Background: an optimization exercise with open tools, aiming at small area and a short achievable clock period. Do not read the settings as production practice.
RTL that was checked went through simulation tests only; none was proved equivalent to the original.

Setup of job 6262:
==> flow/design.v (excerpt) <==
module prince_top
(
    input  wire          clk,
    input  wire          sys_rst,
    input  wire          in_valid,
    input  wire [127:0]  key,
    input  wire [63:0]   plain_text,
    output logic [63:0]  cipher_text,
    output logic         out_valid
);
Size in the first run: about 6,600 cells after synthesis, ~75,000 um2 of cells after synthesis.
==> flow/config.mk <==
export PLATFORM = sky130hd
export DESIGN_NAME = prince_top
export DESIGN_NICKNAME = prince_top
export VERILOG_FILES = /design/flow/design.v
export SDC_FILE = /design/flow/constraint.sdc
export NUM_CORES = 4
export LEC_CHECK = 0
export CAP_MARGIN = 20
export CORE_MARGIN = 2
export CORE_UTILIZATION = 40
export CTS_CLUSTER_DIAMETER = 100
export CTS_CLUSTER_SIZE = 25
export PLACE_DENSITY = 0.8
export SETUP_SLACK_MARGIN = 1.42
export SLEW_MARGIN = 20
==> flow/constraint.sdc <==
create_clock -name core_clock -period 3.2 [get_ports {clk}]
set_input_delay 0.6400 -clock core_clock [delete_from_list [all_inputs] [get_ports {clk}]]
set_output_delay 0.6400 -clock core_clock [all_outputs]
set_load 0.01 [all_outputs]
standard.sh (not shown) runs the stock make flow with config.mk's settings and CLKGATE_MAP_FILE= SYNTH_SCRIPT=/design/flow/synth_recipe.tcl, a recipe that flattens the netlist after the stock synthesis.
==> flow/flow/run.sh <==
#!/bin/bash
# Own layout flow: the standard layout (standard.sh), with the port buffers that global
# placement inserts on every input and output made with sky130_fd_sc_hd__buf_2 instead of the
# buffer the flow picks by default. Synthesis is the standard one, run unchanged.
set -euo pipefail
bash standard.sh synth > run_synth.log 2>&1
bash standard.sh "BUFFER_PORTS_ARGS=-buffer_cell sky130_fd_sc_hd__buf_2" finish > run_finish.log 2>&1
Job 6262 finished all stages; the layout is clean.
Setup changes, job 6262 to job 2103
- SETUP_SLACK_MARGIN: 1.42 -> 1.5
- PLACE_DENSITY: 0.8 -> 0.85
- CORE_UTILIZATION: 40 -> 55
==> run summary <==
Total of fill cells in the finished design went down by more than a quarter going from job 6262 to job 2103. The synthesis-to-layout area growth in job 2103 sits 0.33 points below the value recorded for job 6262. Job 6262 and job 2103 ended up with roughly the same final net count.
What job 7421 does differently from job 2103 at the input level:
- a change of SETUP_SLACK_MARGIN from 1.5 to 1.2
- a change of CORE_UTILIZATION from 55 to 40
- a deleted PLACE_DENSITY that had been 0.85
==> flow/run.sh (new file) <==
#!/bin/bash
# synth_recipe.tcl (not shown) runs the flow's synth.tcl, then flattens the netlist and writes it again
# the make line also repeats each setting of config.mk as NAME=value (left out here)
make -C /OpenROAD-flow-scripts/flow DESIGN_CONFIG=/design/flow/config.mk WORK_HOME=/design/flow/orfs CLKGATE_MAP_FILE= SYNTH_SCRIPT=/design/flow/synth_recipe.tcl finish
removed: flow/flow/run.sh
removed: flow/standard.sh
Findings:
In job 7421 relative to job 2103, die area had gone up by more than a quarter. What job 7421 reported for height of the die has to be multiplied by 0.854 to get the figure for job 2103. Detailed-routing wirelength on met1 ended up 14% higher on job 7421 than on job 2103. Min register-to-register slack across job 2103 and job 7421: job 7421. Cell area: job 7421 worse than job 2103. Fmax: job 7421 lower than job 2103. Job 2103 was routed with more vias than job 7421. Of the two candidates, job 2103 has the better total length of routed wires and job 7421 the worse one. Number of signal-net buffers in the layout: job 7421 vs job 2103 up 43.
Modified inputs, job 2475 compared to job 7421
- setting PLACE_DENSITY to 0.8 for the first time
- changing SETUP_SLACK_MARGIN from 1.2 to 1.5
==> flow/flow/run.sh (new file) <==
#!/bin/bash
# Own layout flow: the standard layout (standard.sh), with the port buffers that global
# placement inserts on every input and output made with sky130_fd_sc_hd__buf_2 instead of the
# buffer the flow picks by default. Synthesis is the standard one, run unchanged.
set -euo pipefail
bash standard.sh synth > run_synth.log 2>&1
bash standard.sh "BUFFER_PORTS_ARGS=-buffer_cell sky130_fd_sc_hd__buf_2" finish > run_finish.log 2>&1
==> flow/standard.sh (new file) <==
#!/bin/bash
# synth_recipe.tcl (not shown) runs the flow's synth.tcl, then flattens the netlist and writes it again
# the make line also repeats each setting of config.mk as NAME=value (left out here)
make -C /OpenROAD-flow-scripts/flow DESIGN_CONFIG=/design/flow/config.mk WORK_HOME=/design/flow/orfs CLKGATE_MAP_FILE= SYNTH_SCRIPT=/design/flow/synth_recipe.tcl "${@:-finish}"
removed: flow/run.sh
### Flow results
Summary of job 2475 over job 7421: fmax increased about 9%; slack of the worst reg-to-reg path now larger. In job 2475, global-route track usage on met3 is higher than in job 7421. Largest stage delay on the critical path for job 2475 is lower than for job 7421. Job 2475 vs. job 7421: number of nets in the layout went down by 0.33%. The run showing the greater final worst-path setup slack is job 2475. When job 2475 is set beside job 7421, its number of setup buffers added after CTS turns out to be 6 larger. NOTE met2 routed wirelength job 7421->job 2475 decreased by a few percent.

---

Starting RTL as in the previous note.
clock: 3.2 ns
lec_check: 0
cap_margin: 20
core_margin: 2
core_utilization: 40
cts_cluster_diameter: 100
cts_cluster_size: 28
setup_slack_margin: 1.42
slew_margin: 20
==> flow/flow/run.sh <==
#!/bin/bash
# Own layout flow: the standard layout (standard.sh), with the port buffers that global
# placement inserts on every input and output made with sky130_fd_sc_hd__buf_2 instead of the
# buffer the flow picks by default. Synthesis is the standard one, run unchanged.
set -euo pipefail
bash standard.sh synth > run_synth.log 2>&1
bash standard.sh "BUFFER_PORTS_ARGS=-buffer_cell sky130_fd_sc_hd__buf_2" finish > run_finish.log 2>&1
The starting point completed without violations.
Then changed:
CORE_UTILIZATION = 60   (was 40)
CTS_CLUSTER_SIZE = 25   (was 28)
SETUP_SLACK_MARGIN = 1.5   (was 1.42)
What happened: The new run finished but fails on antenna rules; critical path depth stays the same; global-route usage goes up by 9.1 points; fmax goes down by a few percent; design area is about the same; worst hold slack barely changes; via count goes up slightly; utilization goes up by 22 points; count of clock-buffer cells in the layout goes up by 6; non-clock buffer count goes up by 2.
Then changed:
CORE_UTILIZATION = 40   (was 60)
PLACE_DENSITY = 0.9   (was unset)
SETUP_SLACK_MARGIN = 1.45   (was 1.5)
With this change the flow completed with no timing, DRC or antenna violations.
Utilization came out lower by 22 points.
Routed wire length grows by about 2.7%.
Then changed:
==> flow/run.sh (new file) <==
#!/bin/bash
# synth_recipe.tcl (not shown) runs the flow's synth.tcl, then flattens the netlist and writes it again
# the make line also repeats each setting of config.mk as NAME=value (left out here)
make -C /OpenROAD-flow-scripts/flow DESIGN_CONFIG=/design/flow/config.mk WORK_HOME=/design/flow/orfs CLKGATE_MAP_FILE= SYNTH_SCRIPT=/design/flow/synth_recipe.tcl finish
CTS_CLUSTER_DIAMETER = unset   (was 100)
CTS_CLUSTER_SIZE = unset   (was 25)
PLACE_DENSITY = unset   (was 0.9)
SETUP_SLACK_MARGIN = 1.2   (was 1.45)
removed: flow/flow/run.sh
removed: flow/standard.sh
Register-to-register slack is worse by 120 ps.
Non-clock buffer count went up by 47.
Setup slack is worse by 120 ps.
Core utilization went up by 2.6 points.
First-iteration DRC count went down by 19%.
Routed wire length went up by 3.8%.
Critical path depth stays the same.
Then changed:
==> flow/flow/run.sh (new file) <==
#!/bin/bash
# Own layout flow: the standard layout (standard.sh), with the port buffers that global
# placement inserts on every input and output made with sky130_fd_sc_hd__buf_2 instead of the
# buffer the flow picks by default. Synthesis is the standard one, run unchanged.
set -euo pipefail
bash standard.sh synth > run_synth.log 2>&1
bash standard.sh "BUFFER_PORTS_ARGS=-buffer_cell sky130_fd_sc_hd__buf_2" finish > run_finish.log 2>&1
==> flow/standard.sh (new file) <==
#!/bin/bash
# synth_recipe.tcl (not shown) runs the flow's synth.tcl, then flattens the netlist and writes it again
# the make line also repeats each setting of config.mk as NAME=value (left out here)
make -C /OpenROAD-flow-scripts/flow DESIGN_CONFIG=/design/flow/config.mk WORK_HOME=/design/flow/orfs CLKGATE_MAP_FILE= SYNTH_SCRIPT=/design/flow/synth_recipe.tcl "${@:-finish}"
CTS_CLUSTER_DIAMETER = 100   (was unset)
CTS_CLUSTER_SIZE = 25   (was unset)
GPL_ROUTABILITY_DRIVEN = 0   (was unset)
SETUP_SLACK_MARGIN = 1.5   (was 1.2)
removed: flow/run.sh
After rerunning:
- The changed run passed the timing, design-rule and antenna checks
- wire length goes down by a few percent
- utilization falls by 2.3 points
- final area drops by a few percent
- register-to-register slack is better by 310 ps
- worst setup slack is better by 150 ps

---

Setup of purple:
Starting RTL as in the previous note.
export LEC_CHECK = 0
export CAP_MARGIN = 20
export CORE_MARGIN = 2
export CORE_UTILIZATION = 40
export CTS_CLUSTER_DIAMETER = 100
export CTS_CLUSTER_SIZE = 25
export SETUP_SLACK_MARGIN = 1.35
export SLEW_MARGIN = 20
create_clock -name core_clock -period 3.2 [get_ports {clk}]
==> flow/flow/run.sh <==
#!/bin/bash
# Own layout flow: the standard layout (standard.sh), with the port buffers that global
# placement inserts on every input and output made with sky130_fd_sc_hd__buf_2 instead of the
# buffer the flow picks by default. Synthesis is the standard one, run unchanged.
set -euo pipefail
bash standard.sh synth > run_synth.log 2>&1
bash standard.sh "BUFFER_PORTS_ARGS=-buffer_cell sky130_fd_sc_hd__buf_2" finish > run_finish.log 2>&1
Inputs modified between purple and green:
-- flow/config.mk --
<<< purple, line 12
export CTS_CLUSTER_SIZE = 25
export SETUP_SLACK_MARGIN = 1.35
export SLEW_MARGIN = 20
>>> green, line 12
export CTS_CLUSTER_SIZE = 25
export SETUP_SLACK_MARGIN = 1.5
export SLEW_MARGIN = 20
## What came out
- Maximum single-stage delay on the critical path ended up 110 ps lower on green than on purple.
- Delta (green minus purple): share of the clock period used by the worst path after layout lost 0.92 points.
- Comparing purple against green, there is no change at all in remaining antenna violation count.
- Compared purple against green; total track usage within noise.
- In terms of portion of the layout cell area used by non-clock buffers, green and purple differ only marginally.
- green vs. purple: minimum period implied by the final worst setup slack -30 ps; fraction of final layout cells sized beyond drive strength 1 went up.

---

Another version of the RTL of prince_top (not shown whole).
Size in the first run: roughly 6700 cells after synthesis, roughly 2000 flip-flops, about 0.073 mm2 of cells after synthesis.
make LEC_CHECK=0 CAP_MARGIN=20 CORE_MARGIN=2 CORE_UTILIZATION=40 SETUP_SLACK_MARGIN=1.0 SLEW_MARGIN=20 finish   # period 3.2 ns
run.sh (not shown) runs the stock make flow with config.mk's settings and CLKGATE_MAP_FILE= SYNTH_SCRIPT=/design/flow/synth_recipe.tcl, a recipe that flattens the netlist after the stock synthesis.
Stock flow here: none of the scripts above is used.
The first run produced a clean layout.
Rerun with:
==> flow/flow/run.sh (new file) <==
#!/bin/bash
# Own layout flow: the standard layout (standard.sh), with the port buffers that global
# placement inserts on every input and output made with sky130_fd_sc_hd__buf_2 instead of the
# buffer the flow picks by default. Synthesis is the standard one, run unchanged.
set -euo pipefail
bash standard.sh synth > run_synth.log 2>&1
bash standard.sh "BUFFER_PORTS_ARGS=-buffer_cell sky130_fd_sc_hd__buf_2" finish > run_finish.log 2>&1
==> flow/standard.sh (new file) <==
#!/bin/bash
# synth_recipe.tcl (not shown) runs the flow's synth.tcl, then flattens the netlist and writes it again
# the make line also repeats each setting of config.mk as NAME=value (left out here)
make -C /OpenROAD-flow-scripts/flow DESIGN_CONFIG=/design/flow/config.mk WORK_HOME=/design/flow/orfs CLKGATE_MAP_FILE= SYNTH_SCRIPT=/design/flow/synth_recipe.tcl "${@:-finish}"
--- a/flow/config.mk
+++ b/flow/config.mk
@@ -9,4 +9,6 @@
 export CORE_MARGIN = 2
 export CORE_UTILIZATION = 40
-export SETUP_SLACK_MARGIN = 1.0
+export CTS_CLUSTER_DIAMETER = 100
+export CTS_CLUSTER_SIZE = 25
+export SETUP_SLACK_MARGIN = 1.5
 export SLEW_MARGIN = 20
removed: flow/run.sh
What happened:
- The changed run ran to the end with no violations
- die area stays the same
- cell area is higher by 5.0%
- final cell count shrinks by 1.0%
- via count came out higher by 1.5%
- flip-flop and latch count stays the same
- global-route usage rose by 0.32 points
Function was not checked in any run of this note: the RTL went through the layout flow alone.

---

build 1:
prince_top, a different RTL version from the one above (not shown whole).
Size: about 260 I/O pins, about 69000 µm² of cells after synthesis.
clock: 3.2 ns
lec_check: 0
cap_margin: 20
core_margin: 2
core_utilization: 40
cts_cluster_diameter: 100
cts_cluster_size: 30
setup_slack_margin: 0.95
slew_margin: 20
Stock flow here: none of the scripts above is used.
The flow did not stop early for build 1: all stages ran, and the layout cleared the timing, design-rule and antenna checks.
Inputs modified between build 1 and build 74:
# build 1
export LEC_CHECK = 0
export CAP_MARGIN = 20
export CORE_MARGIN = 2
export CORE_UTILIZATION = 40
export CTS_CLUSTER_DIAMETER = 100
export CTS_CLUSTER_SIZE = 30
export SETUP_SLACK_MARGIN = 0.95
export SLEW_MARGIN = 20
create_clock -name core_clock -period 3.2 [get_ports {clk}]
# build 74
export LEC_CHECK = 0
export CAP_MARGIN = 20
export CORE_MARGIN = 2
export CORE_UTILIZATION = 65
export SLEW_MARGIN = 20
create_clock -name core_clock -period 3.2 [get_ports {clk}]
==> comparison <==
Build 74 finished every stage and its layout cleared the timing, design-rule and antenna checks.
Taking build 1 as the reference, in build 74 standard-cell row count fell 33; met1 layer usage reported by global route increased by 15 points relative to the old numbers; aggregate routed wire length lower.
Of build 1 and build 74, the run reporting the lower pin count of the biggest net entering global routing was build 74.
On time the worst path needs with I/O delays and setup, build 1 beats build 74.
Global-route usage in build 74 is 13 points higher than in build 1
Going from build 1 to build 74, cell area grew slightly.
Final-layout clock-cell area share was higher in build 74 than in build 1.
The inputs of build 46 differ from those of build 74 as listed below.
# build 74
export LEC_CHECK = 0
export CAP_MARGIN = 20
export CORE_MARGIN = 2
export CORE_UTILIZATION = 65
export SLEW_MARGIN = 20
create_clock -name core_clock -period 3.2 [get_ports {clk}]
# build 46
export LEC_CHECK = 0
export CAP_MARGIN = 20
export CORE_MARGIN = 2
export CORE_UTILIZATION = 40
export SLEW_MARGIN = 20
create_clock -name core_clock -period 3.2 [get_ports {clk}]
--- outcome ---
Number of iterations in the first detailed-routing pass, build 46 and build 74, higher one = build 74.
| final area | higher: build 46 |
Diff build 74 -> build 46: sum of routed wire segments on met1 rose 11%; fraction of area in non-clock buffers about even; residual DRC count about even.
Of build 46 and build 74, build 74 shows the higher setup slack, with build 46 below it.
Number of standard cells in the final layout excluding fillers for build 46 is higher than for build 74.
Per the comparison of build 46 with build 74, number of nets in the layout closely matched the old numbers, total met2 wirelength after detailed routing shows an increase of about 5.3%, stage delay of the slowest cell on the critical path decreased 0.03 ns.
The inputs of build 85 differ from those of build 46 as listed below.
# build 46
export LEC_CHECK = 0
export CAP_MARGIN = 20
export CORE_MARGIN = 2
export CORE_UTILIZATION = 40
export SLEW_MARGIN = 20
create_clock -name core_clock -period 3.2 [get_ports {clk}]
# build 85
export LEC_CHECK = 0
export CAP_MARGIN = 20
export CORE_MARGIN = 2
export CORE_UTILIZATION = 40
export SETUP_SLACK_MARGIN = 1.15
export SLEW_MARGIN = 20
create_clock -name core_clock -period 3.2 [get_ports {clk}]
Notes after the runs:
Every stage of the flow completed for build 85, and the final layout passed the timing, design-rule and antenna checks. [compare] base=build 46 new=build 85: total placed instance area now sits at about the same level; share of the core filled with cells in the final layout higher. In build 85, post-route cell area is higher than in build 46. Sort build 85 and build 46 by via-per-instance ratio desc -> top: build 85. Period utilization in build 85 vs build 46: down 14 points.

---

prince_top again, from the RTL that the note above started with.
clock: 3.2 ns
lec_check: 0
cap_margin: 20
core_margin: 2
core_utilization: 40
cts_buf_list: sky130_fd_sc_hd__clkbuf_8
cts_cluster_size: 25
setup_slack_margin: 0.95
slew_margin: 20
The baseline completed without violations.
Rerun with:
- CTS_BUF_LIST: sky130_fd_sc_hd__clkbuf_8 -> unset
- CTS_CLUSTER_DIAMETER: unset -> 200
- CTS_CLUSTER_SIZE: 25 -> 30
Worst setup slack gets better by 12 ps.
Wire length falls by 2.2%.
Core utilization falls by 2.1 points.
Hold slack gets better by 59 ps.
Sequential cell count is unchanged.
Rerun with:
- CTS_CLUSTER_DIAMETER: 200 -> unset
- CTS_CLUSTER_SIZE: 30 -> unset
Effect: Hold slack loses 32 ps; synthesized area does not change; cell area rose by 5.2%.
Rerun with:
- SETUP_SLACK_MARGIN: 0.95 -> 0.75
Effect: Clock skew stays flat; worst setup slack is worse by 140 ps; routed wire length came out lower by 0.32%.

what the ideal ports hide:
The results above use ideal ports. As a check the final layouts listed here were re-extracted and re-timed, cells and wires unchanged. Step 1, drivers: a clkbuf_16 drives clk and a buf_2 each remaining input, both assumed. Step 2 adds t to the input delays and takes it off the output delays; t is the mean of the earliest and latest rising clock arrival at the registers after step 1. Input paths then give back, and output paths get back, about the clock's delay inside the block. a / b / c = no drivers / after step 1 / after step 2; a / b = the first two.
run	t, ns	setup slack, ns	hold slack, ns	worst register clock-pin slew, ns	worst data-port slew with drivers (ns)
job 6262	0.831	1.338 / 1.263 / 0.637	0.043 / -0.008 / 0.321	0.11 / 0.11	0.09
job 2103	0.844	1.298 / 1.213 / 0.692	0.054 / 0.001 / 0.271	0.10 / 0.10	0.15
job 7421	0.834	1.184 / 1.183 / 0.398	0.178 / 0.108 / 0.289	0.11 / 0.11	0.08
job 2475	0.819	1.353 / 1.272 / 0.681	0.050 / -0.001 / 0.324	0.11 / 0.11	0.12
the first run of note 2	0.821	1.345 / 1.256 / 0.688	0.063 / 0.000 / 0.308	0.12 / 0.12	0.10
the second run of note 2	0.814	1.302 / 1.223 / 0.736	0.061 / 0.014 / 0.299	0.10 / 0.10	0.10
the third run of note 2	0.816	1.315 / 1.284 / 0.649	0.058 / -0.005 / 0.323	0.10 / 0.10	0.14
the fourth run of note 2	0.920	1.191 / 1.157 / 0.346	0.150 / 0.078 / 0.274	0.07 / 0.07	0.09
the fifth run of note 2	0.828	1.340 / 1.255 / 0.745	0.057 / 0.002 / 0.319	0.11 / 0.11	0.11
purple	0.833	1.292 / 1.221 / 0.594	0.065 / 0.005 / 0.287	0.11 / 0.11	0.08
green	0.842	1.322 / 1.240 / 0.693	0.067 / 0.011 / 0.265	0.11 / 0.11	0.11
the first run of note 4	0.900	0.996 / 0.970 / 0.194	0.290 / 0.290 / 0.290	0.07 / 0.07	0.10
the second run of note 4	0.821	1.196 / 1.154 / 0.795	0.066 / 0.011 / 0.307	0.11 / 0.11	0.07
build 1	0.800	0.946 / 0.946 / 0.269	0.301 / 0.301 / 0.301	0.12 / 0.12	0.10
build 74	0.843	0.635 / 0.580 / 0.248	0.251 / 0.251 / 0.251	0.07 / 0.07	0.12
build 46	0.872	0.596 / 0.596 / -0.104	0.252 / 0.252 / 0.252	0.07 / 0.07	0.10
build 85	0.881	1.050 / 1.050 / 0.297	0.126 / 0.070 / 0.265	0.07 / 0.07	0.11
the first run of note 6	1.051	0.913 / 0.913 / 0.033	0.226 / 0.199 / 0.226	0.07 / 0.07	0.10
the second run of note 6	0.795	0.925 / 0.925 / 0.262	0.285 / 0.285 / 0.285	0.12 / 0.12	0.10
the third run of note 6	0.871	0.918 / 0.918 / 0.219	0.252 / 0.252 / 0.252	0.07 / 0.07	0.10
the fourth run of note 6	0.873	0.777 / 0.742 / -0.016	0.252 / 0.252 / 0.252	0.07 / 0.07	0.10
Met with ideal ports but missed after step 2: setup timing in build 46 and the fourth run of note 6. The setup slack of the first run of note 6, which loses most, moves by 0.000 ns with the drivers and by -0.880 ns with both steps.
